This design comes from an exercise in tuning for small area and a short achievable clock period on the open sky130 flow, not from production work. No functional check of the RTL was part of any run shown here. Power is estimated from default activity; no workload was simulated.

==> flow/flow/run.sh <==
#!/bin/bash
# Layout flow: the standard flow, with clock tree synthesis told not to add
# dummy balancing loads and the port buffers made with a plain buffer cell
set -o pipefail
bash standard.sh \
  CTS_ARGS="-sink_clustering_enable -repair_clock_nets -sink_clustering_size 25 -sink_clustering_max_diameter 100 -dont_use_dummy_load" \
  BUFFER_PORTS_ARGS="-buffer_cell sky130_fd_sc_hd__buf_2" \
  finish > standard.log 2>&1
==> flow/standard.sh <==
#!/bin/bash
# synth_recipe.tcl (not shown) runs the flow's synth.tcl, then flattens the netlist and writes it again
# the make line also repeats each setting of config.mk as NAME=value (left out here)
make -C /OpenROAD-flow-scripts/flow DESIGN_CONFIG=/design/flow/config.mk WORK_HOME=/design/flow/orfs CLKGATE_MAP_FILE= SYNTH_SCRIPT=/design/flow/synth_recipe.tcl "${@:-finish}"
==> flow/config.mk <==
export PLATFORM = sky130hd
export DESIGN_NAME = axi4s2v
export DESIGN_NICKNAME = axi4s2v
export VERILOG_FILES = /design/flow/design.v
export SDC_FILE = /design/flow/constraint.sdc
export NUM_CORES = 4
export LEC_CHECK = 0
export ABC_CLOCK_PERIOD_IN_PS = 1500
export CAP_MARGIN = 20
export CORE_MARGIN = 2
export CORE_UTILIZATION = 40
export CTS_CLUSTER_DIAMETER = 100
export CTS_CLUSTER_SIZE = 25
export SETUP_SLACK_MARGIN = 1.5
export SLEW_MARGIN = 20
==> flow/constraint.sdc <==
create_clock -name core_clock -period 3.3 [get_ports {pclk}]
set_input_delay 0.6600 -clock core_clock [delete_from_list [all_inputs] [get_ports {pclk}]]
set_output_delay 0.6600 -clock core_clock [all_outputs]
set_load 0.01 [all_outputs]
==> flow/design.v <==
`default_nettype none
package axis_pkg;
   typedef logic [32-1:0]    axis_word_t;
   typedef logic [5-1:0] fifo_addr_t;
   typedef logic [5:0]   fifo_lvl_t;
endpackage
`default_nettype wire
`default_nettype none
package video_pkg;
   typedef logic [8-1:0]                pixel_t;
   typedef logic [10-1:0]                line_cnt_t;
   typedef logic [$clog2(4)-1:0] px_sel_t;
   typedef logic [4:0]                              vcnv_sts_t;
   typedef enum logic [3:0] {
      VOTM_IDLE,
      VOTM_FSTR,
      VOTM_FVBLK,
      VOTM_HSTR,
      VOTM_HACT,
      VOTM_HEND,
      VOTM_HBLK,
      VOTM_BVBLK,
      VOTM_FEND
   } votm_state_t;
endpackage
`default_nettype wire
`default_nettype none
module stream_fifo (
   input  logic                 pclk,
   input  logic                 prst_n,
   input  logic                 i_push,
   input  axis_pkg::axis_word_t i_wdata,
   output logic                 o_full,
   input  logic                 i_pop,
   output axis_pkg::axis_word_t o_rdata,
   output logic                 o_empty,
   output logic                 o_rdy_lvl
);
   localparam int DEPTH = 2**5;
   localparam int DW    = 32;
   logic [DEPTH*DW-1:0]  mem;
   localparam int WLO = 4;
   localparam int WHI = DEPTH / WLO;
   logic [WLO-1:0]       wsel_lo;
   logic [WHI-1:0]       wsel_hi;
   logic [DEPTH-1:0]     rsel;
   logic [DEPTH-1:0]     rsel_r;
   axis_pkg::fifo_lvl_t  lvl;
   axis_pkg::fifo_lvl_t  lvl_nxt;
   logic                 tready_q;
   logic                 full_q;
   logic                 rd_q;
   logic                 empty_q;
   logic                 rdy_q;
   logic                 wr_en;
   logic                 rd_en;
   assign o_full    = ~tready_q;
   assign o_empty   = empty_q;
   assign o_rdy_lvl = rdy_q;
   assign wr_en = i_push & ~full_q;
   assign rd_en = i_pop;
   always_ff @(posedge pclk) begin
      for (int i = 0; i < DEPTH; i++) begin
         if (wr_en && wsel_lo[i % WLO] && wsel_hi[i / WLO]) begin
            mem[i*DW +: DW] <= i_wdata;
         end
      end
   end
   always_comb begin
      o_rdata = '0;
      for (int i = 0; i < DEPTH; i++) begin
         o_rdata[DW/2-1:0] = o_rdata[DW/2-1:0] |
                             ({(DW/2){rsel[i]}} & mem[i*DW +: DW/2]);
         o_rdata[DW-1:DW/2] = o_rdata[DW-1:DW/2] |
                              ({(DW/2){rsel_r[DEPTH-1-i]}} & mem[i*DW+DW/2 +: DW/2]);
      end
   end
   logic inc;
   logic dec;
   logic lvl_eq1;
   logic lvl_eq31;
   logic lvl_ge8;
   logic lvl_gt8;
   logic lvl_ge10;
   assign inc = wr_en & ~rd_en;
   assign dec = rd_en & ~wr_en;
   assign lvl_eq1  = (lvl == axis_pkg::fifo_lvl_t'(1));
   assign lvl_eq31 = (lvl == axis_pkg::fifo_lvl_t'(DEPTH-1));
   assign lvl_ge8  = (lvl >= axis_pkg::fifo_lvl_t'(8));
   assign lvl_gt8  = (lvl >  axis_pkg::fifo_lvl_t'(8));
   assign lvl_ge10 = (lvl >= axis_pkg::fifo_lvl_t'(8+2));
   axis_pkg::fifo_lvl_t lvl_up;
   axis_pkg::fifo_lvl_t lvl_dn;
   assign lvl_up  = lvl + 1'b1;
   assign lvl_dn  = lvl - 1'b1;
   assign lvl_nxt = ({(5+1){inc}} & lvl_up) |
                    ({(5+1){dec}} & lvl_dn) |
                    ({(5+1){~inc & ~dec}} & lvl);
   always_ff @(posedge pclk) begin
      if (!prst_n) begin
         wsel_lo  <= WLO'(1);
         wsel_hi  <= WHI'(1);
         rsel     <= DEPTH'(1);
         rsel_r   <= {1'b1, {(DEPTH-1){1'b0}}};
         lvl      <= '0;
         tready_q <= 1'b1;
         full_q   <= 1'b0;
         rd_q     <= 1'b0;
         empty_q  <= 1'b1;
         rdy_q    <= 1'b0;
      end else begin
         if (wr_en) begin
            wsel_lo <= {wsel_lo[WLO-2:0], wsel_lo[WLO-1]};
            if (wsel_lo[WLO-1]) begin
               wsel_hi <= {wsel_hi[WHI-2:0], wsel_hi[WHI-1]};
            end
         end
         rd_q <= rd_en;
         if (rd_q) begin
            rsel   <= {rsel[DEPTH-2:0], rsel[DEPTH-1]};
            rsel_r <= {rsel_r[0], rsel_r[DEPTH-1:1]};
         end
         lvl      <= lvl_nxt;
         tready_q <= (inc & ~lvl_eq31) | dec | (~inc & ~dec & tready_q);
         full_q   <= (inc & lvl_eq31) | (~inc & ~dec & full_q);
         empty_q  <= (dec & lvl_eq1) | (~inc & ~dec & empty_q);
         rdy_q    <= (inc & lvl_ge8) | (dec & lvl_ge10) | (~inc & ~dec & lvl_gt8);
      end
   end
endmodule
`default_nettype wire
`default_nettype none
module vin_tracker (
   input  logic pclk,
   input  logic prst_n,
   input  logic i_fstr,
   input  logic i_vstr,
   input  logic i_vend,
   input  logic i_fend,
   output logic o_fblk,
   output logic o_bblk,
   output logic o_sync,
   output logic o_bblk_nxt,
   output logic o_sync_nxt
);
   assign o_bblk_nxt = (o_bblk | i_vend) & ~i_fend;
   assign o_sync_nxt = (o_sync | i_fend) & ~i_fstr;
   always_ff @(posedge pclk) begin
      if (!prst_n) begin
         o_fblk <= 1'b0;
         o_bblk <= 1'b0;
         o_sync <= 1'b0;
      end else begin
         o_fblk <= (o_fblk | i_fstr) & ~i_vstr;
         o_bblk <= o_bblk_nxt;
         o_sync <= o_sync_nxt;
      end
   end
endmodule
`default_nettype wire
`default_nettype none
module vout_timing (
   input  logic                  pclk,
   input  logic                  prst_n,
   input  logic                  i_fstr,
   input  logic                  i_fend,
   input  logic                  i_vstr,
   input  logic                  i_vend,
   input  logic                  i_hstr,
   input  logic                  i_hend,
   input  logic                  i_fblk,
   input  logic                  i_bblk,
   input  logic                  i_sync,
   input  logic                  i_bblk_nxt,
   input  logic                  i_sync_nxt,
   input  logic                  i_pop_cyc_str,
   input  logic                  i_pop_cyc_q,
   input  logic                  i_fifo_empty,
   input  logic                  i_fifo_rdy_lvl,
   output logic                  o_pop_vld,
   output logic                  o_pop_str,
   output logic                  o_fstr,
   output logic                  o_fend,
   output logic                  o_vstr,
   output logic                  o_vend,
   output logic                  o_hstr,
   output logic                  o_hend,
   output logic                  o_href,
   output video_pkg::vcnv_sts_t  o_vcnv_sts
);
   logic s_idle, s_fstr, s_fvblk, s_hstr, s_hact, s_hend, s_hblk, s_bvblk, s_fend;
   logic n_idle, n_fstr, n_fvblk, n_hstr, n_hact, n_hend, n_hblk, n_bvblk, n_fend;
   logic [2-1:0] pop_str_q;
   logic [2-1:0] hend_q;
   logic                       pop2vo_sig;
   logic                       hacto_end;
   logic                       pop_vstr;
   logic                       pop_hstr;
   logic                       hend_pend;
   logic                       hend_line;
   logic                       pop_close;
   logic                       first_line;
   logic                       href_q;
   logic                       vend_q;
   logic                       fifo_rdy;
   logic                       sts_nordy;
   logic                       sts_empty;
   logic                       sts_udf;
   logic                       sts_noeof;
   logic                       hend_to_bblk;
   logic                       hend_to_fend;
   assign pop_vstr  = s_fvblk & i_fblk & i_vstr & fifo_rdy;
   assign pop_hstr  = i_hstr & ((s_fvblk & ~i_fblk) | s_hend | s_hblk);
   assign o_pop_str = pop_vstr | pop_hstr;
   assign hend_line = i_hend | hend_pend;
   assign pop_close = o_pop_vld & hend_line & i_pop_cyc_str;
   assign pop2vo_sig = pop_str_q[2-1];
   assign hacto_end  = hend_q[2-1];
   assign hend_to_bblk = i_bblk & ~i_fend;
   assign hend_to_fend = ~hend_to_bblk & (i_sync | i_fend);
   assign n_fstr  = (s_idle | s_fend) & i_fstr;
   assign n_idle  = (s_idle | s_fend) & ~i_fstr;
   assign n_fvblk = s_fstr | (s_fvblk & ~pop2vo_sig & ~i_fend);
   assign n_hstr  = (s_fvblk | s_hblk) & pop2vo_sig;
   assign n_hact  = s_hstr | (s_hact & ~hacto_end);
   assign n_hend  = s_hact & hacto_end;
   assign n_bvblk = (s_hend & hend_to_bblk) | (s_bvblk & ~i_fend);
   assign n_hblk  = (s_hend & ~hend_to_bblk & ~hend_to_fend) |
                    (s_hblk & ~pop2vo_sig & ~i_fend);
   assign n_fend  = ((s_fvblk | s_hblk) & ~pop2vo_sig & i_fend) |
                    (s_hend & hend_to_fend) | (s_bvblk & i_fend);
   assign o_fstr = s_fstr;
   assign o_fend = s_fend;
   assign o_hstr = s_hstr;
   assign o_hend = s_hend;
   assign o_href = href_q;
   assign o_vend = vend_q;
   assign o_vcnv_sts = {sts_noeof, sts_udf, sts_empty, sts_nordy, fifo_rdy};
   always_ff @(posedge pclk) begin
      if (!prst_n) begin
         s_idle     <= 1'b1;
         s_fstr     <= 1'b0;
         s_fvblk    <= 1'b0;
         s_hstr     <= 1'b0;
         s_hact     <= 1'b0;
         s_hend     <= 1'b0;
         s_hblk     <= 1'b0;
         s_bvblk    <= 1'b0;
         s_fend     <= 1'b0;
         href_q     <= 1'b0;
         vend_q     <= 1'b0;
         o_pop_vld  <= 1'b0;
         hend_pend  <= 1'b0;
         pop_str_q  <= '0;
         hend_q     <= '0;
         first_line <= 1'b1;
         o_vstr     <= 1'b0;
         fifo_rdy   <= 1'b0;
         sts_nordy  <= 1'b0;
         sts_empty  <= 1'b0;
         sts_udf    <= 1'b0;
         sts_noeof  <= 1'b0;
      end else begin
         s_idle     <= n_idle;
         s_fstr     <= n_fstr;
         s_fvblk    <= n_fvblk;
         s_hstr     <= n_hstr;
         s_hact     <= n_hact;
         s_hend     <= n_hend;
         s_hblk     <= n_hblk;
         s_bvblk    <= n_bvblk;
         s_fend     <= n_fend;
         href_q     <= n_hstr | n_hact | n_hend;
         vend_q     <= n_hend & (i_bblk_nxt | i_sync_nxt);
         o_pop_vld  <= (o_pop_str | o_pop_vld) & ~pop_close;
         hend_pend  <= o_pop_vld & hend_line & ~i_pop_cyc_str;
         pop_str_q  <= {pop_str_q[2-2:0], o_pop_str};
         hend_q     <= {hend_q[2-2:0], i_hend};
         if (s_fstr) begin
            first_line <= 1'b1;
         end else if (s_hstr) begin
            first_line <= 1'b0;
         end
         o_vstr     <= n_hstr & first_line;
         fifo_rdy   <= (fifo_rdy | i_fifo_rdy_lvl) & ~vend_q;
         sts_nordy  <= (sts_nordy | (i_hstr & ~fifo_rdy)) & ~i_fend;
         sts_empty  <= (sts_empty | (i_hstr & i_fifo_empty)) & ~i_fend;
         sts_udf    <= (sts_udf | (o_pop_vld & i_pop_cyc_q & i_fifo_empty)) & ~i_fend;
         sts_noeof  <= (sts_noeof | (i_fend & ~i_bblk)) & ~i_vend;
      end
   end
endmodule
`default_nettype wire
`default_nettype none
module pixel_unpack (
   input  logic              pclk,
   input  logic              prst_n,
   input  logic              i_pop_vld,
   input  logic              i_pop_str,
   output logic              o_pop,
   input  axis_pkg::axis_word_t i_rdata,
   input  logic              i_empty,
   output logic              o_pop_cyc_str,
   output logic              o_pop_cyc_q,
   output video_pkg::pixel_t o_pdat
);
   localparam int PW = 8;
   localparam int DW = 32;
   video_pkg::px_sel_t   px_cnt;
   video_pkg::px_sel_t   px_cnt_nxt;
   logic                 px0_q;
   axis_pkg::axis_word_t word_sr;
   always_comb begin
      px_cnt_nxt = px_cnt;
      if (i_pop_str) begin
         px_cnt_nxt = '0;
      end else if (i_pop_vld) begin
         px_cnt_nxt = px_cnt + 1'b1;
      end
   end
   assign o_pop_cyc_str = (px_cnt_nxt == '0);
   assign o_pop_cyc_q   = px0_q;
   assign o_pop = i_pop_vld & px0_q & ~i_empty;
   always_ff @(posedge pclk) begin
      if (!prst_n) begin
         px_cnt <= '0;
         px0_q  <= 1'b1;
      end else begin
         px_cnt <= px_cnt_nxt;
         px0_q  <= o_pop_cyc_str;
      end
   end
   always_ff @(posedge pclk) begin
      word_sr[DW-1:DW-PW] <= i_rdata[DW-1:DW-PW];
      if (px0_q) begin
         word_sr[DW-PW-1:0] <= i_rdata[DW-PW-1:0];
      end else begin
         word_sr[DW-PW-1:0] <= word_sr[DW-1:PW];
      end
      o_pdat <= word_sr[PW-1:0];
   end
endmodule
`default_nettype wire
`default_nettype none
module axi4s2v (
   input  logic                  pclk,
   input  logic                  prst_n,
   input  axis_pkg::axis_word_t  tdata,
   input  logic                  tvalid,
   input  logic                  tlast,
   output logic                  tready,
   output logic                  tuser,
   input  logic                  i_fstr,
   input  logic                  i_fend,
   input  logic                  i_vstr,
   input  logic                  i_vend,
   input  logic                  i_hstr,
   input  logic                  i_hend,
   input  logic                  i_href,
   output logic                  o_fstr,
   output logic                  o_fend,
   output logic                  o_vstr,
   output logic                  o_vend,
   output logic                  o_hstr,
   output logic                  o_hend,
   output logic                  o_href,
   output video_pkg::pixel_t     o_pdat,
   output video_pkg::vcnv_sts_t  o_vcnv_sts
);
   logic fifo_full;
   logic fifo_push;
   logic in_fblk;
   logic in_bblk;
   logic in_sync;
   logic in_bblk_nxt;
   logic in_sync_nxt;
   logic pop_vld;
   logic pop_str;
   logic pop_cyc_str;
   logic pop_cyc_q;
   logic                 fifo_pop;
   axis_pkg::axis_word_t fifo_rdata;
   logic                 fifo_empty;
   logic                 fifo_rdy_lvl;
   assign tready    = ~fifo_full;
   assign fifo_push = tvalid;
   assign tuser     = o_fstr;
   stream_fifo fifo (
      .pclk      (pclk),
      .prst_n    (prst_n),
      .i_push    (fifo_push),
      .i_wdata   (tdata),
      .o_full    (fifo_full),
      .i_pop     (fifo_pop),
      .o_rdata   (fifo_rdata),
      .o_empty   (fifo_empty),
      .o_rdy_lvl (fifo_rdy_lvl)
   );
   vin_tracker vin_trk (
      .pclk       (pclk),
      .prst_n     (prst_n),
      .i_fstr     (i_fstr),
      .i_vstr     (i_vstr),
      .i_vend     (i_vend),
      .i_fend     (i_fend),
      .o_fblk     (in_fblk),
      .o_bblk     (in_bblk),
      .o_sync     (in_sync),
      .o_bblk_nxt (in_bblk_nxt),
      .o_sync_nxt (in_sync_nxt)
   );
   vout_timing vout_tm (
      .pclk           (pclk),
      .prst_n         (prst_n),
      .i_fstr         (i_fstr),
      .i_fend         (i_fend),
      .i_vstr         (i_vstr),
      .i_vend         (i_vend),
      .i_hstr         (i_hstr),
      .i_hend         (i_hend),
      .i_fblk         (in_fblk),
      .i_bblk         (in_bblk),
      .i_sync         (in_sync),
      .i_bblk_nxt     (in_bblk_nxt),
      .i_sync_nxt     (in_sync_nxt),
      .i_pop_cyc_str  (pop_cyc_str),
      .i_pop_cyc_q    (pop_cyc_q),
      .i_fifo_empty   (fifo_empty),
      .i_fifo_rdy_lvl (fifo_rdy_lvl),
      .o_pop_vld      (pop_vld),
      .o_pop_str      (pop_str),
      .o_fstr         (o_fstr),
      .o_fend         (o_fend),
      .o_vstr         (o_vstr),
      .o_vend         (o_vend),
      .o_hstr         (o_hstr),
      .o_hend         (o_hend),
      .o_href         (o_href),
      .o_vcnv_sts     (o_vcnv_sts)
   );
   pixel_unpack unpack (
      .pclk          (pclk),
      .prst_n        (prst_n),
      .i_pop_vld     (pop_vld),
      .i_pop_str     (pop_str),
      .o_pop         (fifo_pop),
      .i_rdata       (fifo_rdata),
      .i_empty       (fifo_empty),
      .o_pop_cyc_str (pop_cyc_str),
      .o_pop_cyc_q   (pop_cyc_q),
      .o_pdat        (o_pdat)
   );
endmodule
`default_nettype wire
==> results by group, run 1 <==
Run status
  • Outcome: finished clean

Finish
  • Final net count: 2629
  • Finished Core Util: 45.4%
  • Synth-to-Final Area Change: 12.6%
  • Final Non-Filler Cells: 3959
  • Share of cells above drive strength 1: 16.6%

Logic synthesis
  • Mean Syn Cell Area: 17.2 sq um
  • Post-Syn Nets: 2488
  • Ys async rst share: 0%
  • Ys flop type: edfxtp_1
  • Unique cell type count in the Yosys netlist: 49
  • Synthesis Warnings: 4
  • #FFs+latches synth: 1181
  • Post-synth top area share: 73.5%
  • Post-Syn Area: 41800 sq um
  • Post-Syn Instances: 2439
  • Cell type with the largest total area after synthesis: edfxtp_1
  • Synth area leaders: edfxtp_1 74%, a22oi_1 8.3%, dfxtp_1 7.5%, nand4_1 1.6%, mux2i_1 1.6%
  • Number of synthesized flops with an enable pin: 1024
  • Post-synthesis sequential area ratio: 81.0%

Pwr
  • Combinational Power Share: 2.3%
  • LEAKAGE: 14.6 nW
  • Int Pwr: 19.3 mW
  • VDD IR max: 397 uV
  • Clk pwr share: 30.0%
  • Final Total Pwr: 24.1 mW
  • PwrDens: 513 nW/um^2
  • Seq pwr share: 67.7%
  • Switching share of power: 20.1%
  • Switching power: 4.84 mW

Run
  • MaxCap Viol Count: 0

Timing
  • Fin. Hold Viols: 0
  • Final WS setup: 1.46 ns
  • Post-layout min period: 1.84 ns
  • Fin. max-slew vios: 0
  • Worst Tran Pin Value: 0.678 ns
  • Final setup viols: 0
  • Clock Skews: 0.0463 ns
  • Highest Clock Rate: 542 MHz
  • Rel. slew slack: 54.8%
  • Final period util: 55.9%
  • RSZ-0062 raised after global routing: true
  • Sum of negative setup slack: 0 ns

Critical path
  • R2r startpoint: fifo.rsel[12]
  • Worst R2R Path Depth: 5
  • Worst path cell trace: buf_4, a22oi_1, nand4_1, nor2_1, a31oi_1
  • R2r endpoint: unpack.word_sr[2]
  • R2R setup slack: 1.46 ns
  • CP max-delay cell: dfxtp_1
  • Critical Path RT: 3.84 ns
  • Setup crit start kind: flip-flop
  • Crit-path max cell delay: 0.72 ns
  • Arr. time, crit path: 2.38 ns
  • Setup CP Type: flip-flop to flip-flop
  • Max FO, Critical Path: 11
  • Worst Setup SP: fifo.rsel[12]
  • Critical path endpoint category: flip-flop

Worst hold path
  • Hold Crit Class: primary input to flip-flop
  • Hold path cells: 2
  • Hold path start: i_vstr
  • Hold EP: vin_trk.o_fblk

Drt
  • Via density: 6.32
  • Final wirelength: 136000 microns
  • DR WL/cell: 34.4 microns
  • Routed Antenna Nets: 0
  • First-pass DRT Iterations: 6
  • Vias after detailed routing: 25000
  • Post-route DRC: 0
  • Initial detailed-routing violation count: 4310

Placement
  • Dpl ws: 0.649 ns
  • Hpwl dp: 77200 microns
  • Final Wtd Congestion: 0.833
  • Port-buffer cells: 62
  • Inst Count DP: 3843

GRT
  • Initial antenna violation count: 6
  • Largest net degree at the start of global routing: 45
  • Number of global-route vias before repair: 24100
  • Grt ovf: 0
  • Total GRT Usage: 24.8%
  • First-pass GRT wire length: 187000 microns

Floorplan
  • Row cnt: 118
  • Die height: 327 microns
  • Io pins: 65
  • Die X: 327 microns
  • Starting density of the core: 40.4%
  • Core area: 104000 sq um
  • Die area: 107000 sq um

CTS
  • CTS Hold Bufs: 0
  • CTS H-tree lvls: 2
  • CTS Buf Count: 53
  • Clock Latency Late Sink: 0.68 ns
  • CTS tree: yes
  • Clk root buf: clkbuf_16
  • Clk sink count: 1181
  • CTS clk-pin slew, worst paths: 0.10 ns
  • Clock Path Buffers: 3
==> layout make-up <==
| class | count | area (sq um) |
|---|---|---|
| fill | 8859 | 56600 |
| multi-input combinational | 1072 | 7320 |
| sequential | 1181 | 34000 |
| inverter | 19 | 105 |
| antenna | 1 | 2.50 |
| timing repair buffer | 253 | 2600 |
| clock buffer | 53 | 1330 |
| tap | 1380 | 1730 |
==> cells in the final DEF, fill, tap and decap left out, types with 3 or more instances in the layout <==
master / synthesis / routed
a22oi_1: 465 / 464
nor4_1: 8 / 6
buf_8: 0 / 3
buf_4: 8 / 126
a211oi_1: 3 / 3
o21ai_0: 7 / 7
edfxtp_1: 1024 / 1024
a222oi_1: 24 / 24
buf_6: 1 / 15
nand2_1: 97 / 90
and3_1: 28 / 3
ha_1: 6 / 4
buf_2: 86 / 54
nand2_2: 0 / 6
nand4_1: 107 / 107
xnor2_1: 3 / 3
buf_16: 0 / 5
nor3_1: 25 / 22
inv_1: 19 / 10
and2_1: 5 / 4
nand3_1: 5 / 5
mux2i_1: 65 / 65
and3_4: 0 / 23
clkbuf_16: 0 / 54
buf_12: 0 / 47
nor3_2: 0 / 3
dfxtp_2: 0 / 47
a31oi_1: 23 / 22
a21oi_1: 29 / 29
dfxtp_4: 0 / 13
nor2_1: 129 / 129
dfxtp_1: 157 / 97
clkinvlp_4: 0 / 7
and3_2: 0 / 4
or4_1: 8 / 8
==> per-stage QoR <==
| step | cell area, sq um | hold WS, ns |
|---|---|---|
| after CTS | 46800 | 0.139 |
| final | 47100 | 0.163 |
| after global routing | 47100 | 0.169 |
| after floorplan | 42000 | 0.310 |
| after detailed placement | 44600 | 0.316 |
| after global placement | 44600 | 0.315 |
==> metal layers <==
metal	share of wire (%)	GRT usage (%)	wire length, microns	vias up
met5	0.032	0	43	-
met4	4.0	8.69	5490	6
met3	11	4.80	15200	292
met2	47	40.5	64500	1681
met1	37	33.4	50900	13000
li1	-	-	-	10100
==> worst max-delay path by stage <==
stage | to | slack [ns]
finish | unpack.word_sr[2] | 1.46
global route | unpack.word_sr[26] | 1.45
CTS | unpack.word_sr[19] | 1.39
detailed placement | fifo.mem[357] | 0.65
global placement | fifo.mem[357] | 0.69
floorplan | fifo.mem[224] | 1.31
==> logic make-up (layout without fill, tap and decap cells) <==
group / count (synthesis) / in the layout / share of synthesized area (%)
buf+inv: 188 / 325 / 2.03
simple gates: 429 / 431 / 5.06
fa+ha+maj: 6 / 6 / 0.179
mux: 65 / 65 / 1.56
other cells: 0 / 1 / 0
compound gates: 566 / 566 / 10.1
xor+xnor: 4 / 4 / 0.0838
flops: 1181 / 1181 / 81.0
==> worst max-delay path: cells and delay by family, from the launching register on <==
family	cells	cell delay, ns
flops	1	0.72
compound gates	2	0.46
simple gates	2	0.16
buf+inv	1	0.39
==> state kept, by name (all words and copies together) (netlist names), 4 cells and up <==
signal	count
fifo.lvl	6
fifo.mem	1024
fifo.rsel	32
fifo.rsel_r	32
fifo.wsel_hi	8
fifo.wsel_lo	4
unpack.o_pdat	8
unpack.word_sr	32
==> Yosys cell counts (3+ instances only) <==
| cell | instances |
|---|---|
| buf_2 | 86 |
| buf_1 | 43 |
| and3_1 | 28 |
| nand3_1 | 5 |
| nor2_1 | 129 |
| a22oi_1 | 465 |
| a31oi_1 | 23 |
| and2_1 | 5 |
| a211oi_1 | 3 |
| nor4b_1 | 3 |
| ha_1 | 6 |
| clkbuf_1 | 31 |
| nand4_1 | 107 |
| edfxtp_1 | 1024 |
| or4_1 | 8 |
| inv_1 | 19 |
| mux2i_1 | 65 |
| a222oi_1 | 24 |
| nand2b_1 | 3 |
| o21ai_0 | 7 |
| nand2_1 | 97 |
| nor4_1 | 8 |
| nor3_1 | 25 |
| a21oi_1 | 29 |
| xnor2_1 | 3 |
| buf_4 | 8 |
| dfxtp_1 | 157 |
==> power groups by stage <==
stage	registers [mW]	clock network (mW)	logic (mW)
2_1_floorplan	16.7	0	0.185
3_3_place_gp	16.7	0	0.485
3_5_place_dp	16.7	0	0.502
4_1_cts	16.3	7.30	0.534
5_1_grt	16.4	7.76	0.588
6_report	16.3	7.25	0.551
==> timing repair <==
| action | 4_1_cts | 5_1_grt |
|---|---|---|
| pin swaps | 1 | 0 |
| endpoints found under the setup margin | 840 | 154 |
| gates cloned | 6 | 1 |
| buffers inserted | 45 | 10 |
| gates resized for setup | 86 | 28 |
| hold endpoints to repair | 0 | 0 |
==> run 2: changes to the inputs <==
--- a/flow/design.v
+++ b/flow/design.v
@@ -44,12 +44,10 @@
    logic [WLO-1:0]       wsel_lo;
    logic [WHI-1:0]       wsel_hi;
    logic [DEPTH-1:0]     rsel;
-   logic [DEPTH-1:0]     rsel_r;
    axis_pkg::fifo_lvl_t  lvl;
    axis_pkg::fifo_lvl_t  lvl_nxt;
    logic                 tready_q;
    logic                 full_q;
-   logic                 rd_q;
    logic                 empty_q;
    logic                 rdy_q;
    logic                 wr_en;
@@ -69,10 +67,7 @@
    always_comb begin
       o_rdata = '0;
       for (int i = 0; i < DEPTH; i++) begin
-         o_rdata[DW/2-1:0] = o_rdata[DW/2-1:0] |
-                             ({(DW/2){rsel[i]}} & mem[i*DW +: DW/2]);
-         o_rdata[DW-1:DW/2] = o_rdata[DW-1:DW/2] |
-                              ({(DW/2){rsel_r[DEPTH-1-i]}} & mem[i*DW+DW/2 +: DW/2]);
+         o_rdata = o_rdata | ({DW{rsel[i]}} & mem[i*DW +: DW]);
       end
    end
    logic inc;
@@ -101,11 +96,9 @@
          wsel_lo  <= WLO'(1);
          wsel_hi  <= WHI'(1);
          rsel     <= DEPTH'(1);
-         rsel_r   <= {1'b1, {(DEPTH-1){1'b0}}};
          lvl      <= '0;
          tready_q <= 1'b1;
          full_q   <= 1'b0;
-         rd_q     <= 1'b0;
          empty_q  <= 1'b1;
          rdy_q    <= 1'b0;
       end else begin
@@ -115,10 +108,8 @@
                wsel_hi <= {wsel_hi[WHI-2:0], wsel_hi[WHI-1]};
             end
          end
-         rd_q <= rd_en;
-         if (rd_q) begin
-            rsel   <= {rsel[DEPTH-2:0], rsel[DEPTH-1]};
-            rsel_r <= {rsel_r[0], rsel_r[DEPTH-1:1]};
+         if (rd_en) begin
+            rsel <= {rsel[DEPTH-2:0], rsel[DEPTH-1]};
          end
          lvl      <= lvl_nxt;
          tready_q <= (inc & ~lvl_eq31) | dec | (~inc & ~dec & tready_q);
@@ -201,6 +192,11 @@
    logic                       pop_close;
    logic                       first_line;
    logic                       href_q;
+   logic                       fstr_q;
+   logic                       fend_q;
+   logic                       hstr_q;
+   logic                       hend_q_o;
+   logic                       s_fstr_n, s_fend_n, s_hstr_n, s_hend_n;
    logic                       vend_q;
    logic                       fifo_rdy;
    logic                       sts_nordy;
@@ -209,6 +205,10 @@
    logic                       sts_noeof;
    logic                       hend_to_bblk;
    logic                       hend_to_fend;
+   assign s_fstr = ~s_fstr_n;
+   assign s_fend = ~s_fend_n;
+   assign s_hstr = ~s_hstr_n;
+   assign s_hend = ~s_hend_n;
    assign pop_vstr  = s_fvblk & i_fblk & i_vstr & fifo_rdy;
    assign pop_hstr  = i_hstr & ((s_fvblk & ~i_fblk) | s_hend | s_hblk);
    assign o_pop_str = pop_vstr | pop_hstr;
@@ -229,25 +229,29 @@
                     (s_hblk & ~pop2vo_sig & ~i_fend);
    assign n_fend  = ((s_fvblk | s_hblk) & ~pop2vo_sig & i_fend) |
                     (s_hend & hend_to_fend) | (s_bvblk & i_fend);
-   assign o_fstr = s_fstr;
-   assign o_fend = s_fend;
-   assign o_hstr = s_hstr;
-   assign o_hend = s_hend;
+   assign o_fstr = fstr_q;
+   assign o_fend = fend_q;
+   assign o_hstr = hstr_q;
+   assign o_hend = hend_q_o;
    assign o_href = href_q;
    assign o_vend = vend_q;
    assign o_vcnv_sts = {sts_noeof, sts_udf, sts_empty, sts_nordy, fifo_rdy};
    always_ff @(posedge pclk) begin
       if (!prst_n) begin
          s_idle     <= 1'b1;
-         s_fstr     <= 1'b0;
+         s_fstr_n     <= 1'b1;
          s_fvblk    <= 1'b0;
-         s_hstr     <= 1'b0;
+         s_hstr_n     <= 1'b1;
          s_hact     <= 1'b0;
-         s_hend     <= 1'b0;
+         s_hend_n     <= 1'b1;
          s_hblk     <= 1'b0;
          s_bvblk    <= 1'b0;
-         s_fend     <= 1'b0;
+         s_fend_n     <= 1'b1;
          href_q     <= 1'b0;
+         fstr_q     <= 1'b0;
+         fend_q     <= 1'b0;
+         hstr_q     <= 1'b0;
+         hend_q_o   <= 1'b0;
          vend_q     <= 1'b0;
          o_pop_vld  <= 1'b0;
          hend_pend  <= 1'b0;
@@ -262,15 +266,19 @@
          sts_noeof  <= 1'b0;
       end else begin
          s_idle     <= n_idle;
-         s_fstr     <= n_fstr;
+         s_fstr_n     <= ~n_fstr;
          s_fvblk    <= n_fvblk;
-         s_hstr     <= n_hstr;
+         s_hstr_n     <= ~n_hstr;
          s_hact     <= n_hact;
-         s_hend     <= n_hend;
+         s_hend_n     <= ~n_hend;
          s_hblk     <= n_hblk;
          s_bvblk    <= n_bvblk;
-         s_fend     <= n_fend;
+         s_fend_n     <= ~n_fend;
          href_q     <= n_hstr | n_hact | n_hend;
+         fstr_q     <= n_fstr;
+         fend_q     <= n_fend;
+         hstr_q     <= n_hstr;
+         hend_q_o   <= n_hend;
          vend_q     <= n_hend & (i_bblk_nxt | i_sync_nxt);
          o_pop_vld  <= (o_pop_str | o_pop_vld) & ~pop_close;
          hend_pend  <= o_pop_vld & hend_line & ~i_pop_cyc_str;
==> results by group, run 2 <==
GRT
  • Largest net degree at the start of global routing: 50 (was 45)
  • First-pass GRT wire length: 193000 microns (was 187000 microns)
  • Grt ovf: 0 (unchanged)
  • Number of global-route vias before repair: 23800 (was 24100)
  • Initial antenna violation count: 11 (was 6)
  • Total GRT Usage: 26.8% (was 24.8%)

Drt
  • Uppermost layer routed: met5 (unchanged)
  • WL met1: 52200 microns (was 50900 microns)
  • Routed Antenna Nets: 0 (unchanged)
  • DR WL/cell: 36.2 microns (was 34.4 microns)
  • DR WL met2: 64000 microns (was 64500 microns)
  • Vias after detailed routing: 25500 (was 25000)
  • Initial detailed-routing violation count: 5165 (was 4310)
  • First-pass DRT Iterations: 6 (unchanged)
  • Post-route DRC: 0 (unchanged)
  • Via density: 6.45 (was 6.32)
  • Final wirelength: 143000 microns (was 136000 microns)
  • Met3 WL: 21000 microns (was 15200 microns)

Logic synthesis
  • Synth top cells by count: 1024 x edfxtp_1, 456 x a22oi_1, 161 x nand2_1 (was 1024 x edfxtp_1, 465 x a22oi_1, 157 x dfxtp_1)
  • #FFs+latches synth: 1152 (was 1181)
  • Synth Area in Compound Gates: 10.7% (was 10.1%)
  • Ys async rst share: 0% (unchanged)
  • Post-synthesis adder-cell area fraction: 0.183% (was 0.179%)
  • Post-synth top area share: 74.9% (was 73.5%)
  • Post-Syn Nets: 2427 (was 2488)
  • Ys flop type: edfxtp_1 (unchanged)
  • Post-Syn Area: 41000 sq um (was 41800 sq um)
  • Mean Syn Cell Area: 17.3 sq um (was 17.2 sq um)
  • Number of synthesized flops with an enable pin: 1024 (unchanged)
  • Proportion of synthesized area in mux cells: 0.0244% (was 1.56%)
  • Simple-gate share of the synthesized area: 5.22% (was 5.06%)
  • Top-count cell post-synth: edfxtp_1 (unchanged)
  • Post-synthesis sequential area ratio: 81.2% (was 81.0%)
  • Largest family of logic cells by synthesized area: compound AO/OA/AOI/OAI gates (unchanged)
  • Synth area leaders: edfxtp_1 75%, a22oi_1 8.3%, dfxtp_1 6.2%, nand4_1 1.6%, nand2_1 1.5% (was edfxtp_1 74%, a22oi_1 8.3%, dfxtp_1 7.5%, nand4_1 1.6%, mux2i_1 1.6%)
  • Post-Syn Instances: 2378 (was 2439)
  • Synthesis Warnings: 4 (unchanged)
  • Unique cell type count in the Yosys netlist: 53 (was 49)
  • Post-Synth XOR/XNOR Area: 0.0854% (was 0.0838%)
  • Cell type with the largest total area after synthesis: edfxtp_1 (unchanged)

Run status
  • Outcome: finished clean (unchanged)

Timing
  • Final period util: 56.3% (was 55.9%)
  • Sum of negative setup slack: 0 ns (unchanged)
  • Final setup viols: 0 (unchanged)
  • Post-layout min period: 1.86 ns (was 1.84 ns)
  • Clock Skews: 0.0478 ns (was 0.0463 ns)
  • Fin Hold WS: 0.194 ns (was 0.163 ns)
  • Rel. slew slack: 51.2% (was 54.8%)
  • Worst Tran Pin Value: 0.731 ns (was 0.678 ns)
  • Fin. Hold Viols: 0 (unchanged)
  • Highest Clock Rate: 538 MHz (was 542 MHz)
  • Fin. max-slew vios: 0 (unchanged)
  • RSZ-0062 raised after global routing: true (unchanged)

Floorplan
  • Row cnt: 117 (was 118)
  • Starting density of the core: 40.3% (was 40.4%)
  • Core area: 102000 sq um (was 104000 sq um)
  • Io pins: 65 (unchanged)
  • Die height: 324 microns (was 327 microns)
  • Die area: 105000 sq um (was 107000 sq um)
  • Die X: 324 microns (was 327 microns)

CTS
  • CTS clk-pin slew, worst paths: 0.09 ns (was 0.10 ns)
  • CTS tree: yes (unchanged)
  • Clock Latency Late Sink: 0.66 ns (was 0.68 ns)
  • Clk root buf: clkbuf_16 (unchanged)
  • CTS Buf Count: 52 (was 53)
  • CTS H-tree lvls: 2 (unchanged)
  • Clock Path Buffers: 3 (unchanged)
  • Clk sink count: 1152 (was 1181)

Critical path
  • Critical Path RT: 3.79 ns (was 3.84 ns)
  • Setup CP Type: flip-flop to flip-flop (unchanged)
  • Arr. time, crit path: 2.35 ns (was 2.38 ns)
  • Setup crit start kind: flip-flop (unchanged)
  • Max FO, Critical Path: 33 (was 11)
  • Critical path endpoint category: flip-flop (unchanged)

Finish
  • Commonest non-fill, non-tap cell in the layout: edfxtp_1 (unchanged)
  • Regs by FF count: fifo.mem: 1024 flops, fifo.rsel: 32 flops, unpack.word_sr: 32 flops
  • Design Area, Final: 47000 sq um (was 47100 sq um)
  • Top reg by flops: fifo.mem (unchanged)
  • Commonest cells after routing, fill and taps aside: 1024 x edfxtp_1, 453 x a22oi_1, 154 x nand2_1, 147 x buf_4, 108 x nand4_1 (was 1024 x edfxtp_1, 464 x a22oi_1, 129 x nor2_1, 126 x buf_4, 107 x nand4_1)
  • Share of cells above drive strength 1: 18.5% (was 16.6%)
  • Synth-to-Final Area Change: 14.5% (was 12.6%)
  • Max FFs per register: 1024 (unchanged)
  • Final net count: 2627 (was 2629)

Worst hold path
  • Hold Crit Class: primary input to flip-flop (unchanged)

Pwr
  • Final Total Pwr: 23.6 mW (was 24.1 mW)
  • VDD IR max: 398 uV (was 397 uV)
  • PwrDens: 503 nW/um^2 (was 513 nW/um^2)
  • LEAKAGE: 14.7 nW (was 14.6 nW)

Placement
  • Final Wtd Congestion: 0.796 (was 0.833)
  • Dpl cell area: 43300 sq um (was 44600 sq um)
  • Hpwl dp: 66400 microns (was 77200 microns)
  • Port-buffer cells: 62 (unchanged)

Run
  • MaxCap Viol Count: 0 (unchanged)
==> run 2: cell count changes after synthesis, sizes merged, moves of 2 or more <==
cell,previous run,this run
a21oi,29,61
buf,138,104
clkbuf,31,61
dfxtp,157,128
inv,19,21
mux2i,65,1
nand2,97,161
nand2b,3,5
nand3,5,7
nor2,129,61
nor3,25,28
o21ai,9,6
==> run 2: worst max-delay path, stage by stage, from the launching register on <==
cell,delay [ns]
dfxtp_4,0.39
nand2_1,0.07
or2_4,0.26
buf_12,0.15
clkinv_16,0.09
ha_4,0.25
a221o_1,0.32
nand2_1,0.07
a31oi_1,0.08
==> run 2: layout make-up <==
cell class | instances | area, sq um
fill | 8504 | 54800
sequential | 1152 | 33400
multi-input combinational | 1050 | 7010
timing repair buffer | 300 | 3350
tap | 1368 | 1710
clock buffer | 52 | 1300
inverter | 22 | 143
antenna | 5 | 12.5
==> run 2: per-stage QoR <==
step	cells	utilization (%)	setup WS, ns
after floorplan	2378	-	1.31
after global placement	3729	42.5	0.661
after detailed placement	3729	42.6	0.638
after CTS	3909	45.6	1.23
after global routing	3945	46.2	1.38
final	3949	46.2	1.44
==> run 2: per-layer routing <==
metal,vias to the layer above,track usage [%]
met5,-,0
met4,8,9.42
met3,316,6.28
met2,2076,40.9
met1,13100,37.7
li1,9980,-
==> run 2: cells by family after synthesis <==
| group | after synthesis |
|---|---|
| AOI/OAI and AO/OA | 595 |
| xor gates and xnor gates | 4 |
| adders and majority gates | 6 |
| buffers and inverters | 187 |
| DFF | 1152 |
| muxes | 1 |
| and+or+nand+nor | 433 |
==> run 2: where the power goes <==
group          total [mW]  internal, mW  switching (mW)
clock network        7.07          2.82            4.25
logic               0.553         0.146           0.407
registers            16.0          15.9          0.0646
total                23.6          18.9            4.72
==> run 2: repair_timing <==
| action | 4_1_cts | 5_1_grt |
|---|---|---|
| gates cloned | 13 | 3 |
| setup buffers | 115 | 32 |
| resized for setup | 68 | 26 |
| hold buffers | 0 | 0 |
| pin swaps | 12 | 4 |
| endpoints found under the setup margin | 841 | 446 |
==> run 2: final timing paths <==
| kind | startpoint | endpoint | slack [ns] | cells past startpoint |
|---|---|---|---|---|
| worst max-delay path | vout_tm.o_pop_vld | fifo.rdy_q | 1.44 | 8 |
| worst min-delay path | i_vstr | vin_trk.o_fblk | 0.19 | 2 |
| worst max register to register | vout_tm.o_pop_vld | fifo.rdy_q | 1.44 | 8 |
| worst min register to register | unpack.word_sr[2] | unpack.o_pdat[2] | 0.33 | 0 |
==> run 3: changes to the inputs <==
--- a/flow/config.mk
+++ b/flow/config.mk
@@ -11,5 +11,5 @@
 export CORE_UTILIZATION = 40
 export CTS_CLUSTER_DIAMETER = 100
 export CTS_CLUSTER_SIZE = 25
-export SETUP_SLACK_MARGIN = 1.5
+export SETUP_SLACK_MARGIN = 1.6
 export SLEW_MARGIN = 20
==> results by group, run 3 <==
Pwr
  • Switching share of power: 20.3% (was 20.0%)
  • Seq pwr share: 67.2% (was 67.7%)
  • Clk pwr share: 30.0% (was 29.9%)
  • PwrDens: 486 nW/um^2 (was 503 nW/um^2)
  • Int Pwr: 19.0 mW (was 18.9 mW)
  • Combinational Power Share: 2.8% (was 2.3%)
  • Switching power: 4.84 mW (was 4.72 mW)
  • LEAKAGE: 15.6 nW (was 14.7 nW)
  • VDD IR max: 337 uV (was 398 uV)

Timing
  • Final WS setup: 1.48 ns (was 1.44 ns)
  • Sum of negative setup slack: 0 ns (unchanged)
  • Final period util: 55.2% (was 56.3%)
  • Clock Skews: 0.0625 ns (was 0.0478 ns)
  • RSZ-0062 raised after global routing: true (unchanged)
  • Post-layout min period: 1.82 ns (was 1.86 ns)
  • Fin. Hold Viols: 0 (unchanged)
  • Highest Clock Rate: 549 MHz (was 538 MHz)
  • Rel. slew slack: 46.4% (was 51.2%)
  • Worst Tran Pin Value: 0.804 ns (was 0.731 ns)
  • Final setup viols: 0 (unchanged)
  • Fin. max-slew vios: 0 (unchanged)

Placement
  • Final Wtd Congestion: 0.810 (was 0.796)
  • Hpwl dp: 69200 microns (was 66400 microns)
  • Dpl ws: 0.728 ns (was 0.638 ns)
  • Port-buffer cells: 62 (unchanged)

Drt
  • Final wirelength: 154000 microns (was 143000 microns)
  • Post-route DRC: 0 (unchanged)
  • Routed Antenna Nets: 0 (unchanged)
  • Initial detailed-routing violation count: 4720 (was 5165)
  • First-pass DRT Iterations: 8 (was 6)
  • Via density: 6.56 (was 6.45)
  • DR WL/cell: 38.3 microns (was 36.2 microns)
  • Vias after detailed routing: 26400 (was 25500)

Logic synthesis
  • Mean Syn Cell Area: 17.3 sq um (unchanged)
  • Ys flop type: edfxtp_1 (unchanged)
  • Synth area leaders: edfxtp_1 75%, a22oi_1 8.3%, dfxtp_1 6.2%, nand4_1 1.6%, nand2_1 1.5% (unchanged)
  • Number of synthesized flops with an enable pin: 1024 (unchanged)
  • Cell type with the largest total area after synthesis: edfxtp_1 (unchanged)
  • Post-Syn Instances: 2378 (unchanged)
  • Synthesis Warnings: 4 (unchanged)
  • Post-synth top area share: 74.9% (unchanged)
  • Ys async rst share: 0% (unchanged)
  • Post-Syn Nets: 2427 (unchanged)
  • #FFs+latches synth: 1152 (unchanged)
  • Post-synthesis sequential area ratio: 81.2% (unchanged)
  • Synth top cells by count: 1024 x edfxtp_1, 456 x a22oi_1, 161 x nand2_1 (unchanged)
  • Top-count cell post-synth: edfxtp_1 (unchanged)
  • Post-Syn Area: 41000 sq um (unchanged)
  • Unique cell type count in the Yosys netlist: 53 (unchanged)

Finish
  • Regs by FF count: fifo.mem: 1024 flops, fifo.rsel: 32 flops, unpack.word_sr: 32 flops (unchanged)
  • Synth-to-Final Area Change: 19.4% (was 14.5%)
  • Fillers: 8335 (was 8504)
  • Top reg by flops: fifo.mem (unchanged)
  • Multi-input combinational cell area: 7090 sq um (was 7010 sq um)
  • Final net count: 2708 (was 2627)
  • Share of cells above drive strength 1: 22.2% (was 18.5%)
  • Commonest cells after routing, fill and taps aside: 1024 x edfxtp_1, 443 x a22oi_1, 154 x nand2_1, 148 x buf_4, 108 x nand4_1 (was 1024 x edfxtp_1, 453 x a22oi_1, 154 x nand2_1, 147 x buf_4, 108 x nand4_1)
  • Max FFs per register: 1024 (unchanged)
  • Sequential cell area: 33500 sq um (was 33400 sq um)
  • Commonest non-fill, non-tap cell in the layout: edfxtp_1 (unchanged)

Critical path
  • Arr. time, crit path: 2.17 ns (was 2.35 ns)
  • Critical Path RT: 3.65 ns (was 3.79 ns)
  • Critical path endpoint category: flip-flop (unchanged)
  • Max FO, Critical Path: 8 (was 33)
  • Worst path cell trace: nand2b_4, inv_12, and2_4, buf_6, nand2_4, clkinvlp_4, buf_12, buf_6, buf_16 (was nand2_1, or2_4, buf_12, clkinv_16, ha_4, a221o_1, nand2_1, a31oi_1)
  • Setup crit start kind: flip-flop (unchanged)
  • Most used cell, CP: buf_6 (was nand2_1)
  • Worst Path Buf+Inv: 6 (was 2)
  • Crit-path max cell delay: 0.33 ns (was 0.39 ns)
  • CP max-delay cell: dfxtp_2 (was dfxtp_4)
  • Setup CP Type: flip-flop to flip-flop (unchanged)
  • Largest delay share family, worst path: buffers and inverters (was simple AND/OR/NAND/NOR gates)

GRT
  • Grt ovf: 0 (unchanged)
  • Initial antenna violation count: 7 (was 11)
  • Largest net degree at the start of global routing: 40 (was 50)
  • First-pass GRT wire length: 201000 microns (was 193000 microns)
  • Total GRT Usage: 28.1% (was 26.8%)
  • Number of global-route vias before repair: 24500 (was 23800)

Floorplan
  • Starting density of the core: 40.3% (unchanged)
  • Row cnt: 117 (unchanged)
  • Die area: 105000 sq um (unchanged)
  • Die height: 324 microns (unchanged)
  • Io pins: 65 (unchanged)
  • Core area: 102000 sq um (unchanged)
  • Die X: 324 microns (unchanged)

CTS
  • Clk sink count: 1152 (unchanged)
  • CTS H-tree lvls: 2 (unchanged)
  • CTS Buf Count: 52 (unchanged)
  • CTS clk-pin slew, worst paths: 0.10 ns (was 0.09 ns)
  • Clk root buf: clkbuf_16 (unchanged)
  • CTS tree: yes (unchanged)
  • Clock Path Buffers: 3 (unchanged)
  • Clock Latency Late Sink: 0.65 ns (was 0.66 ns)
  • CTS Hold Bufs: 0 (unchanged)

Worst hold path
  • Hold Crit Class: primary input to flip-flop (unchanged)

Run
  • MaxCap Viol Count: 0 (unchanged)

Run status
  • Outcome: finished clean (unchanged)
run 3: cell counts after synthesis:
No cell type changed its count.
run 3: logic make-up (layout without fill, tap and decap cells):
| family | count (synthesis) | in the layout | synth area share, % |
|---|---|---|---|
| buffers and inverters | 187 | 464 | 2.60 |
| XOR/XNOR | 4 | 4 | 0.0854 |
| adder cells (fa/ha/maj) | 6 | 6 | 0.183 |
| multiplexers | 1 | 1 | 0.0244 |
| flip-flops | 1152 | 1152 | 81.2 |
| AND/OR/NAND/NOR | 433 | 435 | 5.22 |
| other | 0 | 4 | 0 |
| AO/OA/AOI/OAI | 595 | 595 | 10.7 |
run 3: worst reg2reg max path, cell delays in order, from the launching register on:
cell and delay, ns:
dfxtp_2 0.33, nand2b_4 0.22, inv_12 0.09, and2_4 0.18
buf_6 0.11, nand2_4 0.04, clkinvlp_4 0.09, buf_12 0.16
buf_6 0.13, buf_16 0.17
run 3: repair_timing:
action / 4_1_cts / 5_1_grt
pin swaps: 12 / 18
endpoints found under the setup margin: 1077 / 468
hold endpoints to repair: 0 / 0
setup buffers: 168 / 34
gates resized for setup: 130 / 68
gates cloned: 27 / 13
run 3: path summary, 6_finish.rpt:
kind / depth (start not counted) / slack [ns] / from / endpoint
max: 9 / 1.48 / fifo.full_q / fifo.mem[869]
max reg2reg: 9 / 1.48 / fifo.full_q / fifo.mem[869]
min: 2 / 0.18 / i_vend / vout_tm.sts_noeof
min reg2reg: 0 / 0.33 / unpack.word_sr[0] / unpack.o_pdat[0]
run 3: final cells by class:
| type | instances | area share [%] |
|---|---|---|
| Tap cell | 1368 | 3.49 |
| Clock buffer | 52 | 2.66 |
| Inverter | 22 | 0.301 |
| Timing Repair Buffer | 387 | 10.7 |
| Timing Repair inverter | 3 | 0.0843 |
| Multi-Input combinational cell | 1041 | 14.5 |
| Sequential cell | 1152 | 68.3 |
| Antenna cell | 4 | 0.0204 |
run 3: stage by stage:
step / power (mW) / hold slack, ns / std cells / util (%) / cell area [sq um]
finish: 23.8 / 0.180 / 4029 / 48.2 / 49000
global route: 24.3 / 0.166 / 4027 / 48.1 / 49000
CTS: 23.7 / 0.162 / 3978 / 47.1 / 47900
detailed placement: 16.8 / 0.315 / 3731 / 42.8 / 43500
global placement: 16.8 / 0.312 / 3731 / 42.8 / 43500
floorplan: 16.5 / 0.310 / 2378 / - / 41300
run 3: power by group through the flow:
stage               combinational (mW)  sequential (mW)  clock [mW]
global route                     0.691             16.0        7.58
detailed placement               0.495             16.3           0
finish                           0.662             16.0        7.14
global placement                 0.478             16.3           0
CTS                              0.605             16.0        7.11
floorplan                        0.191             16.3           0
run 3: routing by layer:
layer | wire [microns] | track usage (%)
met1 | 53300 | 37.0
met2 | 68400 | 43.9
met3 | 22700 | 7.09
met4 | 9830 | 13.2
met5 | 28 | 0

-- port drivers added, routing unchanged --
How much do the figures lean on ideal ports? The routed layouts below were timed once more, with nothing changed but the port constraints.
Step 1 sets driving cells, clkbuf_16 on the clock port and buf_2 on the other inputs (assumed; they add their load-dependent delay and slew).
Step 2 moves the port delays by t, midway between the first and last clock arrival at a register: inputs arrive t later, outputs are due t later. That takes back most of the time a late clock gives input paths.
Three values: ideal, step 1, step 2; two values: the first two.
run | t, ns | setup slack, ns | worst setup path after step 2
run 1 | 0.720 | 1.455 / 1.453 / 1.178 | input to register
run 2 | 0.712 | 1.443 / 1.443 / 1.102 | input to register
run 3 | 0.693 | 1.479 / 1.445 / 1.138 | input to register
After both steps every run listed still meets setup and hold.
